From an optimization exercise on the open Yosys and OpenROAD flow, aimed at small area, a short achievable clock period and few clock cycles per item; shortcuts taken in it are not production practice. In this exercise RTL edits were held to simulation tests only and were not proved equivalent to the original.

==> inputs of run a <==
// sub_bytes_engine
module sub_bytes_engine #(
   parameter int WORD_BYTES = 16,
   parameter int LANES      = 1,
   parameter int INVERSE_EN = 1
) (
   input  logic                    clk,
   input  logic                    rst_n,
   input  logic                    in_valid,
   output logic                    in_ready,
   input  logic [8*WORD_BYTES-1:0] in_data,
   input  logic                    in_inv,
   output logic                    out_valid,
   input  logic                    out_ready,
   output logic [8*WORD_BYTES-1:0] out_data,
   output logic                    busy
);
==> module sb_s01, before the edit <==
module sb_s01(si, inv, so);
  input [7:0] si;
  wire [7:0] si;
  input inv;
  wire inv;
  output [7:0] so;
  wire [7:0] so;
  wire _00_;
  wire _01_;
  wire _02_;
  wire _03_;
  wire _04_;
  wire _05_;
  wire _06_;
  wire _07_;
  wire _08_;
  wire _09_;
  wire _10_;
  wire _11_;
  wire _12_;
  wire _13_;
  wire _14_;
  wire _15_;
  wire _16_;
  wire _17_;
  wire _18_;
  wire _19_;
  wire _20_;
  wire _21_;
  wire _22_;
  wire _23_;
  wire _24_;
  wire _25_;
  wire _26_;
  wire _27_;
  wire _28_;
  wire _29_;
  wire _30_;
  wire _31_;
  wire _32_;
  wire _33_;
  wire _34_;
  wire _35_;
  wire _36_;
  wire _37_;
  wire _38_;
  wire _39_;
  c_xor2_1 _40_ (
    .A(si[7]),
    .B(si[4]),
    .X(_00_)
  );
  c_clkinv_1 _41_ (
    .A(inv),
    .Y(_01_)
  );
  c_xnor2_1 _42_ (
    .A(si[1]),
    .B(si[3]),
    .Y(_02_)
  );
  c_clkinv_1 _43_ (
    .A(si[0]),
    .Y(_03_)
  );
  c_nand2_1 _44_ (
    .A(_03_),
    .B(_01_),
    .Y(_04_)
  );
  c_nand3_1 _45_ (
    .A(_02_),
    .B(si[0]),
    .C(_01_),
    .Y(_05_)
  );
  c_o221ai_1 _46_ (
    .A1(si[6]),
    .A2(_01_),
    .B1(_02_),
    .B2(_04_),
    .C1(_05_),
    .Y(_06_)
  );
  c_xor2_1 _47_ (
    .A(_00_),
    .B(_06_),
    .X(so[6])
  );
  c_xor2_1 _48_ (
    .A(si[0]),
    .B(si[6]),
    .X(_07_)
  );
  c_xor2_1 _49_ (
    .A(si[1]),
    .B(_07_),
    .X(_08_)
  );
  c_nand2_1 _50_ (
    .A(si[4]),
    .B(si[5]),
    .Y(_09_)
  );
  c_clkinv_1 _51_ (
    .A(si[4]),
    .Y(_10_)
  );
  c_clkinv_1 _52_ (
    .A(si[5]),
    .Y(_11_)
  );
  c_a21oi_1 _53_ (
    .A1(_10_),
    .A2(_11_),
    .B1(_01_),
    .Y(_12_)
  );
  c_clkinv_1 _54_ (
    .A(si[2]),
    .Y(_13_)
  );
  c_or2_2 _55_ (
    .A(si[3]),
    .B(_13_),
    .X(_14_)
  );
  c_nand2_1 _56_ (
    .A(_13_),
    .B(si[3]),
    .Y(_15_)
  );
  c_a21oi_1 _57_ (
    .A1(_14_),
    .A2(_15_),
    .B1(inv),
    .Y(_16_)
  );
  c_a21oi_1 _58_ (
    .A1(_09_),
    .A2(_12_),
    .B1(_16_),
    .Y(_17_)
  );
  c_xnor2_1 _59_ (
    .A(_08_),
    .B(_17_),
    .Y(so[5])
  );
  c_xnor2_1 _60_ (
    .A(si[7]),
    .B(si[5]),
    .Y(_18_)
  );
  c_xor2_1 _61_ (
    .A(_13_),
    .B(_18_),
    .X(_19_)
  );
  c_a21boi_0 _62_ (
    .A1(_19_),
    .A2(inv),
    .B1_N(_04_),
    .Y(so[7])
  );
  c_xnor2_1 _63_ (
    .A(si[3]),
    .B(si[4]),
    .Y(_20_)
  );
  c_xnor2_1 _64_ (
    .A(si[6]),
    .B(si[5]),
    .Y(_21_)
  );
  c_nand2_1 _65_ (
    .A(_21_),
    .B(_01_),
    .Y(_22_)
  );
  c_o21ai_0 _66_ (
    .A1(_01_),
    .A2(_20_),
    .B1(_22_),
    .Y(_23_)
  );
  c_xor2_1 _67_ (
    .A(_03_),
    .B(_23_),
    .X(so[4])
  );
  c_nand2_1 _68_ (
    .A(si[1]),
    .B(inv),
    .Y(_24_)
  );
  c_o21ai_0 _69_ (
    .A1(inv),
    .A2(si[5]),
    .B1(_24_),
    .Y(_25_)
  );
  c_xor2_1 _70_ (
    .A(_10_),
    .B(_07_),
    .X(_26_)
  );
  c_xor2_1 _71_ (
    .A(_25_),
    .B(_26_),
    .X(so[3])
  );
  c_or2_2 _72_ (
    .A(si[1]),
    .B(_03_),
    .X(_27_)
  );
  c_nand2_1 _73_ (
    .A(_03_),
    .B(si[1]),
    .Y(_28_)
  );
  c_nand2_1 _74_ (
    .A(_27_),
    .B(_28_),
    .Y(_29_)
  );
  c_xor2_1 _75_ (
    .A(_13_),
    .B(_29_),
    .X(_30_)
  );
  c_a21oi_1 _76_ (
    .A1(_30_),
    .A2(_21_),
    .B1(inv),
    .Y(_31_)
  );
  c_o21ai_0 _77_ (
    .A1(_21_),
    .A2(_30_),
    .B1(_31_),
    .Y(_32_)
  );
  c_o21ai_0 _78_ (
    .A1(_01_),
    .A2(_10_),
    .B1(_32_),
    .Y(_33_)
  );
  c_xor2_1 _79_ (
    .A(si[7]),
    .B(_33_),
    .X(so[2])
  );
  c_nand2_1 _80_ (
    .A(_02_),
    .B(inv),
    .Y(_34_)
  );
  c_o21ai_0 _81_ (
    .A1(inv),
    .A2(_18_),
    .B1(_34_),
    .Y(_35_)
  );
  c_xor2_1 _82_ (
    .A(_07_),
    .B(_35_),
    .X(so[1])
  );
  c_nand2_1 _83_ (
    .A(_29_),
    .B(_11_),
    .Y(_36_)
  );
  c_nand3_1 _84_ (
    .A(_27_),
    .B(si[5]),
    .C(_28_),
    .Y(_37_)
  );
  c_nand3_1 _85_ (
    .A(_36_),
    .B(_01_),
    .C(_37_),
    .Y(_38_)
  );
  c_o21ai_0 _86_ (
    .A1(_01_),
    .A2(_10_),
    .B1(_38_),
    .Y(_39_)
  );
  c_xnor2_1 _87_ (
    .A(si[6]),
    .B(_39_),
    .Y(so[0])
  );
endmodule
==> module c_a21boi_0, before the edit <==
module c_a21boi_0(input logic A1, input logic A2, input logic B1_N, output logic Y);
   assign Y = (~A1&B1_N) | (~A2&B1_N);
endmodule
==> module c_o221ai_1, before the edit <==
module c_o221ai_1(input logic A1, input logic A2, input logic B1, input logic B2, input logic C1, output logic Y);
   assign Y = (~B1&~B2) | (~A1&~A2) | (~C1);
endmodule
==> module sub_bytes_engine, before the edit <==
module sub_bytes_engine #(
   parameter int WORD_BYTES = 16,
   parameter int LANES      = 1,
   parameter int INVERSE_EN = 1
) (
   input  logic                    clk,
   input  logic                    rst_n,
   input  logic                    in_valid,
   output logic                    in_ready,
   input  logic [8*WORD_BYTES-1:0] in_data,
   input  logic                    in_inv,
   output logic                    out_valid,
   input  logic                    out_ready,
   output logic [8*WORD_BYTES-1:0] out_data,
   output logic                    busy
);
   logic                    v1_q, v2_q;
   logic                    inv1_q, inv2_q;
   logic                    in_inv_e;
   logic                    en;
   logic [8*WORD_BYTES-1:0] s1_d, s1_q;
   logic [8*WORD_BYTES-1:0] s2_d, s2_q;
   assign in_inv_e = in_inv & (INVERSE_EN != 0);
   for (genvar i = 0; i < WORD_BYTES; i++) begin : g_byte
      sb_s01 u_s01 (.si(in_data[8*i +: 8]), .inv(in_inv_e), .so(s1_d[8*i +: 8]));
      sb_s14 u_s14 (.si(s1_q[8*i +: 8]), .inv(1'b0), .so(s2_d[8*i +: 8]));
      sb_s45 u_s45 (.si(s2_q[8*i +: 8]), .inv(inv2_q), .so(out_data[8*i +: 8]));
   end
   assign en        = ~v2_q | out_ready;
   sb_ready u_ready (.full(v2_q), .taken(out_ready), .ready(in_ready));
   assign out_valid = v2_q;
   assign busy      = v1_q | v2_q;
   always_ff @(posedge clk or negedge rst_n) begin
      if (!rst_n) begin
         v1_q <= 1'b0;
         v2_q <= 1'b0;
      end else if (en) begin
         v1_q <= in_valid;
         v2_q <= v1_q;
      end
   end
   always_ff @(posedge clk) begin
      if (en) begin
         inv1_q <= in_inv_e;
         s1_q   <= s1_d;
         inv2_q <= inv1_q;
         s2_q   <= s2_d;
      end
   end
endmodule
==> module sb_ready, before the edit <==
module sb_ready(input logic full, input logic taken, output logic ready);
   assign ready = ~full | taken;
endmodule
Settings: LEC_CHECK=0, CAP_MARGIN=20, CORE_MARGIN=2, CORE_UTILIZATION=40, CTS_BUF_LIST=sky130_fd_sc_hd__clkbuf_8, SETUP_SLACK_MARGIN=3.7, SLEW_MARGIN=20, SYNTH_HIERARCHICAL=1, SYNTH_MINIMUM_KEEP_SIZE=0; clock period 7.5 ns.
standard.sh (not shown) runs the stock make flow with config.mk's settings and CLKGATE_MAP_FILE= SYNTH_SCRIPT=/design/flow/synth_recipe.tcl, a recipe that flattens the netlist after the stock synthesis.
==> flow/flow/run.sh <==
#!/bin/bash
# The standard layout, with the port buffers made from sky130_fd_sc_hd__buf_2 instead of
# the buffer that buffer_ports picks by default (a slow delay cell).
set -euo pipefail
export BUFFER_PORTS_ARGS="-buffer_cell sky130_fd_sc_hd__buf_2"
bash standard.sh finish > standard_finish.log 2>&1
==> inputs of run b, as changes to run a <==
--- a/flow/design.v
+++ b/flow/design.v
@@ -83,271 +83,177 @@
   wire _22_;
   wire _23_;
   wire _24_;
-  wire _25_;
-  wire _26_;
-  wire _27_;
-  wire _28_;
-  wire _29_;
-  wire _30_;
-  wire _31_;
-  wire _32_;
-  wire _33_;
-  wire _34_;
-  wire _35_;
-  wire _36_;
-  wire _37_;
-  wire _38_;
-  wire _39_;
-  c_xor2_1 _40_ (
-    .A(si[7]),
+  c_xor2_1 _25_ (
+    .A(si[6]),
     .B(si[4]),
     .X(_00_)
   );
-  c_clkinv_1 _41_ (
-    .A(inv),
-    .Y(_01_)
+  c_xor2_1 _26_ (
+    .A(si[7]),
+    .B(_00_),
+    .X(_01_)
   );
-  c_xnor2_1 _42_ (
-    .A(si[1]),
-    .B(si[3]),
+  c_xnor2_1 _27_ (
+    .A(si[0]),
+    .B(si[6]),
     .Y(_02_)
   );
-  c_clkinv_1 _43_ (
-    .A(si[0]),
+  c_xnor2_1 _28_ (
+    .A(si[1]),
+    .B(_02_),
     .Y(_03_)
   );
-  c_nand2_1 _44_ (
-    .A(_03_),
-    .B(_01_),
-    .Y(_04_)
-  );
-  c_nand3_1 _45_ (
-    .A(_02_),
-    .B(si[0]),
-    .C(_01_),
-    .Y(_05_)
+  c_xor2_1 _29_ (
+    .A(si[3]),
+    .B(_03_),
+    .X(_04_)
   );
-  c_o221ai_1 _46_ (
-    .A1(si[6]),
-    .A2(_01_),
-    .B1(_02_),
-    .B2(_04_),
-    .C1(_05_),
-    .Y(_06_)
+  c_or2_2 _30_ (
+    .A(inv),
+    .B(_04_),
+    .X(_05_)
   );
-  c_xor2_1 _47_ (
-    .A(_00_),
-    .B(_06_),
+  c_xor2_1 _31_ (
+    .A(_01_),
+    .B(_05_),
     .X(so[6])
   );
-  c_xor2_1 _48_ (
-    .A(si[0]),
-    .B(si[6]),
-    .X(_07_)
+  c_clkinv_1 _32_ (
+    .A(si[4]),
+    .Y(_06_)
   );
-  c_xor2_1 _49_ (
-    .A(si[1]),
-    .B(_07_),
-    .X(_08_)
+  c_nand2_1 _33_ (
+    .A(_06_),
+    .B(inv),
+    .Y(_07_)
   );
-  c_nand2_1 _50_ (
-    .A(si[4]),
-    .B(si[5]),
-    .Y(_09_)
+  c_o21ai_0 _34_ (
+    .A1(inv),
+    .A2(si[2]),
+    .B1(_07_),
+    .Y(_08_)
   );
-  c_clkinv_1 _51_ (
-    .A(si[4]),
-    .Y(_10_)
+  c_clkinv_1 _35_ (
+    .A(inv),
+    .Y(_09_)
   );
-  c_clkinv_1 _52_ (
+  c_xor2_1 _36_ (
     .A(si[5]),
+    .B(_03_),
+    .X(_10_)
+  );
+  c_o21ai_0 _37_ (
+    .A1(_09_),
+    .A2(_10_),
+    .B1(_05_),
     .Y(_11_)
   );
-  c_a21oi_1 _53_ (
-    .A1(_10_),
-    .A2(_11_),
-    .B1(_01_),
-    .Y(_12_)
+  c_xor2_1 _38_ (
+    .A(_08_),
+    .B(_11_),
+    .X(so[5])
   );
-  c_clkinv_1 _54_ (
+  c_xnor2_1 _39_ (
     .A(si[2]),
+    .B(si[5]),
+    .Y(_12_)
+  );
+  c_xnor2_1 _40_ (
+    .A(si[7]),
+    .B(_12_),
     .Y(_13_)
   );
-  c_or2_2 _55_ (
-    .A(si[3]),
-    .B(_13_),
-    .X(_14_)
+  c_nand2_1 _41_ (
+    .A(_09_),
+    .B(si[0]),
+    .Y(_14_)
   );
-  c_nand2_1 _56_ (
-    .A(_13_),
-    .B(si[3]),
+  c_o21ai_0 _42_ (
+    .A1(_09_),
+    .A2(_13_),
+    .B1(_14_),
+    .Y(so[7])
+  );
+  c_xnor2_1 _43_ (
+    .A(si[5]),
+    .B(_02_),
     .Y(_15_)
   );
-  c_a21oi_1 _57_ (
-    .A1(_14_),
-    .A2(_15_),
-    .B1(inv),
+  c_nand2_1 _44_ (
+    .A(_15_),
+    .B(_09_),
     .Y(_16_)
   );
-  c_a21oi_1 _58_ (
-    .A1(_09_),
-    .A2(_12_),
-    .B1(_16_),
-    .Y(_17_)
-  );
-  c_xnor2_1 _59_ (
-    .A(_08_),
-    .B(_17_),
-    .Y(so[5])
+  c_xor2_1 _45_ (
+    .A(si[0]),
+    .B(si[3]),
+    .X(_17_)
   );
-  c_xnor2_1 _60_ (
-    .A(si[7]),
-    .B(si[5]),
+  c_a21oi_1 _46_ (
+    .A1(_17_),
+    .A2(_06_),
+    .B1(_09_),
     .Y(_18_)
   );
-  c_xor2_1 _61_ (
-    .A(_13_),
-    .B(_18_),
-    .X(_19_)
+  c_o21ai_0 _47_ (
+    .A1(_06_),
+    .A2(_17_),
+    .B1(_18_),
+    .Y(_19_)
   );
-  c_a21boi_0 _62_ (
-    .A1(_19_),
-    .A2(inv),
-    .B1_N(_04_),
-    .Y(so[7])
+  c_nand2_1 _48_ (
+    .A(_16_),
+    .B(_19_),
+    .Y(so[4])
   );
-  c_xnor2_1 _63_ (
-    .A(si[3]),
-    .B(si[4]),
+  c_o21ai_0 _49_ (
+    .A1(_09_),
+    .A2(_03_),
+    .B1(_16_),
     .Y(_20_)
   );
-  c_xnor2_1 _64_ (
-    .A(si[6]),
-    .B(si[5]),
-    .Y(_21_)
-  );
-  c_nand2_1 _65_ (
-    .A(_21_),
-    .B(_01_),
-    .Y(_22_)
-  );
-  c_o21ai_0 _66_ (
-    .A1(_01_),
-    .A2(_20_),
-    .B1(_22_),
-    .Y(_23_)
-  );
-  c_xor2_1 _67_ (
-    .A(_03_),
-    .B(_23_),
-    .X(so[4])
-  );
-  c_nand2_1 _68_ (
-    .A(si[1]),
-    .B(inv),
-    .Y(_24_)
-  );
-  c_o21ai_0 _69_ (
-    .A1(inv),
-    .A2(si[5]),
-    .B1(_24_),
-    .Y(_25_)
-  );
-  c_xor2_1 _70_ (
-    .A(_10_),
-    .B(_07_),
-    .X(_26_)
-  );
-  c_xor2_1 _71_ (
-    .A(_25_),
-    .B(_26_),
+  c_xor2_1 _50_ (
+    .A(si[4]),
+    .B(_20_),
     .X(so[3])
   );
-  c_or2_2 _72_ (
-    .A(si[1]),
-    .B(_03_),
-    .X(_27_)
-  );
-  c_nand2_1 _73_ (
-    .A(_03_),
-    .B(si[1]),
-    .Y(_28_)
-  );
-  c_nand2_1 _74_ (
-    .A(_27_),
-    .B(_28_),
-    .Y(_29_)
-  );
-  c_xor2_1 _75_ (
-    .A(_13_),
-    .B(_29_),
-    .X(_30_)
-  );
-  c_a21oi_1 _76_ (
-    .A1(_30_),
-    .A2(_21_),
-    .B1(inv),
-    .Y(_31_)
-  );
-  c_o21ai_0 _77_ (
-    .A1(_21_),
-    .A2(_30_),
-    .B1(_31_),
-    .Y(_32_)
-  );
-  c_o21ai_0 _78_ (
-    .A1(_01_),
-    .A2(_10_),
-    .B1(_32_),
-    .Y(_33_)
-  );
-  c_xor2_1 _79_ (
+  c_xor2_1 _51_ (
     .A(si[7]),
-    .B(_33_),
-    .X(so[2])
-  );
-  c_nand2_1 _80_ (
-    .A(_02_),
-    .B(inv),
-    .Y(_34_)
+    .B(_08_),
+    .X(_21_)
   );
-  c_o21ai_0 _81_ (
-    .A1(inv),
-    .A2(_18_),
-    .B1(_34_),
-    .Y(_35_)
-  );
-  c_xor2_1 _82_ (
-    .A(_07_),
-    .B(_35_),
-    .X(so[1])
+  c_nand2_1 _52_ (
+    .A(_10_),
+    .B(_09_),
+    .Y(_22_)
   );
-  c_nand2_1 _83_ (
-    .A(_29_),
-    .B(_11_),
-    .Y(_36_)
+  c_xor2_1 _53_ (
+    .A(_21_),
+    .B(_22_),
+    .X(so[2])
   );
-  c_nand3_1 _84_ (
-    .A(_27_),
-    .B(si[5]),
-    .C(_28_),
-    .Y(_37_)
+  c_o21ai_0 _54_ (
+    .A1(si[7]),
+    .A2(_15_),
+    .B1(_09_),
+    .Y(_23_)
   );
-  c_nand3_1 _85_ (
-    .A(_36_),
-    .B(_01_),
-    .C(_37_),
-    .Y(_38_)
+  c_a21oi_1 _55_ (
+    .A1(si[7]),
+    .A2(_15_),
+    .B1(_23_),
+    .Y(_24_)
   );
-  c_o21ai_0 _86_ (
-    .A1(_01_),
-    .A2(_10_),
-    .B1(_38_),
-    .Y(_39_)
+  c_o21bai_1 _56_ (
+    .A1(_09_),
+    .A2(_04_),
+    .B1_N(_24_),
+    .Y(so[1])
   );
-  c_xnor2_1 _87_ (
-    .A(si[6]),
-    .B(_39_),
+  c_o21ai_0 _57_ (
+    .A1(_09_),
+    .A2(_00_),
+    .B1(_22_),
     .Y(so[0])
   );
 endmodule
@@ -1307,9 +1213,6 @@
     .Y(so[0])
   );
 endmodule
-module c_a21boi_0(input logic A1, input logic A2, input logic B1_N, output logic Y);
-   assign Y = (~A1&B1_N) | (~A2&B1_N);
-endmodule
 module c_a21oi_1(input logic A1, input logic A2, input logic B1, output logic Y);
    assign Y = (~A1&~B1) | (~A2&~B1);
 endmodule
@@ -1334,8 +1237,8 @@
 module c_o21ai_0(input logic A1, input logic A2, input logic B1, output logic Y);
    assign Y = (~A1&~A2) | (~B1);
 endmodule
-module c_o221ai_1(input logic A1, input logic A2, input logic B1, input logic B2, input logic C1, output logic Y);
-   assign Y = (~B1&~B2) | (~A1&~A2) | (~C1);
+module c_o21bai_1(input logic A1, input logic A2, input logic B1_N, output logic Y);
+   assign Y = (~A1&~A2) | (B1_N);
 endmodule
 module c_o22ai_1(input logic A1, input logic A2, input logic B1, input logic B2, output logic Y);
    assign Y = (~B1&~B2) | (~A1&~A2);
--- a/flow/config.mk
+++ b/flow/config.mk
@@ -8,7 +8,6 @@
 export CAP_MARGIN = 20
 export CORE_MARGIN = 2
 export CORE_UTILIZATION = 40
-export CTS_BUF_LIST = sky130_fd_sc_hd__clkbuf_8
 export SETUP_SLACK_MARGIN = 3.7
 export SLEW_MARGIN = 20
 export SYNTH_HIERARCHICAL = 1
==> inputs of run c, as changes to run a <==
--- a/flow/design.v
+++ b/flow/design.v
@@ -27,7 +27,7 @@
       sb_s45 u_s45 (.si(s2_q[8*i +: 8]), .inv(inv2_q), .so(out_data[8*i +: 8]));
    end
    assign en        = ~v2_q | out_ready;
-   sb_ready u_ready (.full(v2_q), .taken(out_ready), .ready(in_ready));
+   assign in_ready  = en;
    assign out_valid = v2_q;
    assign busy      = v1_q | v2_q;
    always_ff @(posedge clk or negedge rst_n) begin
@@ -48,9 +48,6 @@
       end
    end
 endmodule
-module sb_ready(input logic full, input logic taken, output logic ready);
-   assign ready = ~full | taken;
-endmodule
 module sb_s01(si, inv, so);
   input [7:0] si;
   wire [7:0] si;
--- a/flow/config.mk
+++ b/flow/config.mk
@@ -8,8 +8,6 @@
 export CAP_MARGIN = 20
 export CORE_MARGIN = 2
 export CORE_UTILIZATION = 40
-export CTS_BUF_LIST = sky130_fd_sc_hd__clkbuf_8
-export SETUP_SLACK_MARGIN = 3.7
 export SLEW_MARGIN = 20
 export SYNTH_HIERARCHICAL = 1
 export SYNTH_MINIMUM_KEEP_SIZE = 0
==> qor summary <==
Floorplan Core Area: run b 66900 sq um; run c 70300 sq um; run a 70300 sq um
Clock slew at the register clock pins of the worst setup and hold paths: run b 0.05 ns; run c 0.05 ns; run a 0.07 ns
Worst slack, placed: run b 3.77 ns; run c 3.67 ns; run a 3.78 ns
Met3 WL: run b 2.47 mm; run c 2.63 mm; run a 2.48 mm
Final cell area excluding filler cells: run b 32100 sq um; run c 32300 sq um; run a 34100 sq um
Global-route track usage on met2: run b 26.8%; run c 28.1%; run a 28.1%
Outcome: run b timing/DRC/antenna clean; run c timing/DRC/antenna clean; run a timing/DRC/antenna clean
Vias: run b 21300; run c 22700; run a 23200
Cell count after placement: run b 4446; run c 4755; run a 4755
Effective utilization at floorplan: run b 40.3%; run c 40.6%; run a 40.6%
Total wire length after detailed routing: run b 57.9 mm; run c 62.1 mm; run a 64.4 mm
Buffers inserted by post-CTS timing repair: run b 0; run c 0; run a 10
Share of post-route cells with drive strength above 1: run b 17.8%; run c 13.6%; run a 19.9%
Die area: run b 69600 sq um; run c 73500 sq um; run a 73500 sq um
Number of inserted filler cells in the final layout: run b 6337; run c 6939; run a 6728
Average size of a mapped cell: run b 8.16 sq um; run c 8.05 sq um; run a 8.05 sq um
# resized after CTS: run b 6; run c 0; run a 19
Slew headroom: run b 13.2%; run c 34.9%; run a 36.2%
Core Rows: run b 95; run c 97; run a 97
Testbench counts of run a, summed over its fixed seeds: cycles 1,616, items 1,600.
Testbench counts of run b, summed over its fixed seeds: cycles 1,616, items 1,600.
Testbench counts of run c, summed over its fixed seeds: cycles 1,616, items 1,600.

static timing again, ports no longer ideal:
The results above use ideal ports. As a check the final layouts listed here were re-extracted and re-timed, cells and wires unchanged. Step 1 sets driving cells, clkbuf_16 on the clock port and buf_2 on the other inputs (assumed; they add their load-dependent delay and slew). Step 2 also shifts input and output timing later by t, the mid clock arrival at the registers, as if the neighbouring blocks saw the same clock. a / b / c = ideal ports / drivers / drivers and shift; a / b = the first two.
run	t (ns)	setup slack, ns	slew at the worst register clock pin (ns)
run a	0.675	3.768 / 3.714 / 3.869	0.07 / 0.07
run b	0.600	3.773 / 3.711 / 3.903	0.06 / 0.06
run c	0.606	3.379 / 3.319 / 3.707	0.06 / 0.06
After both steps setup and hold are still met in every run listed.
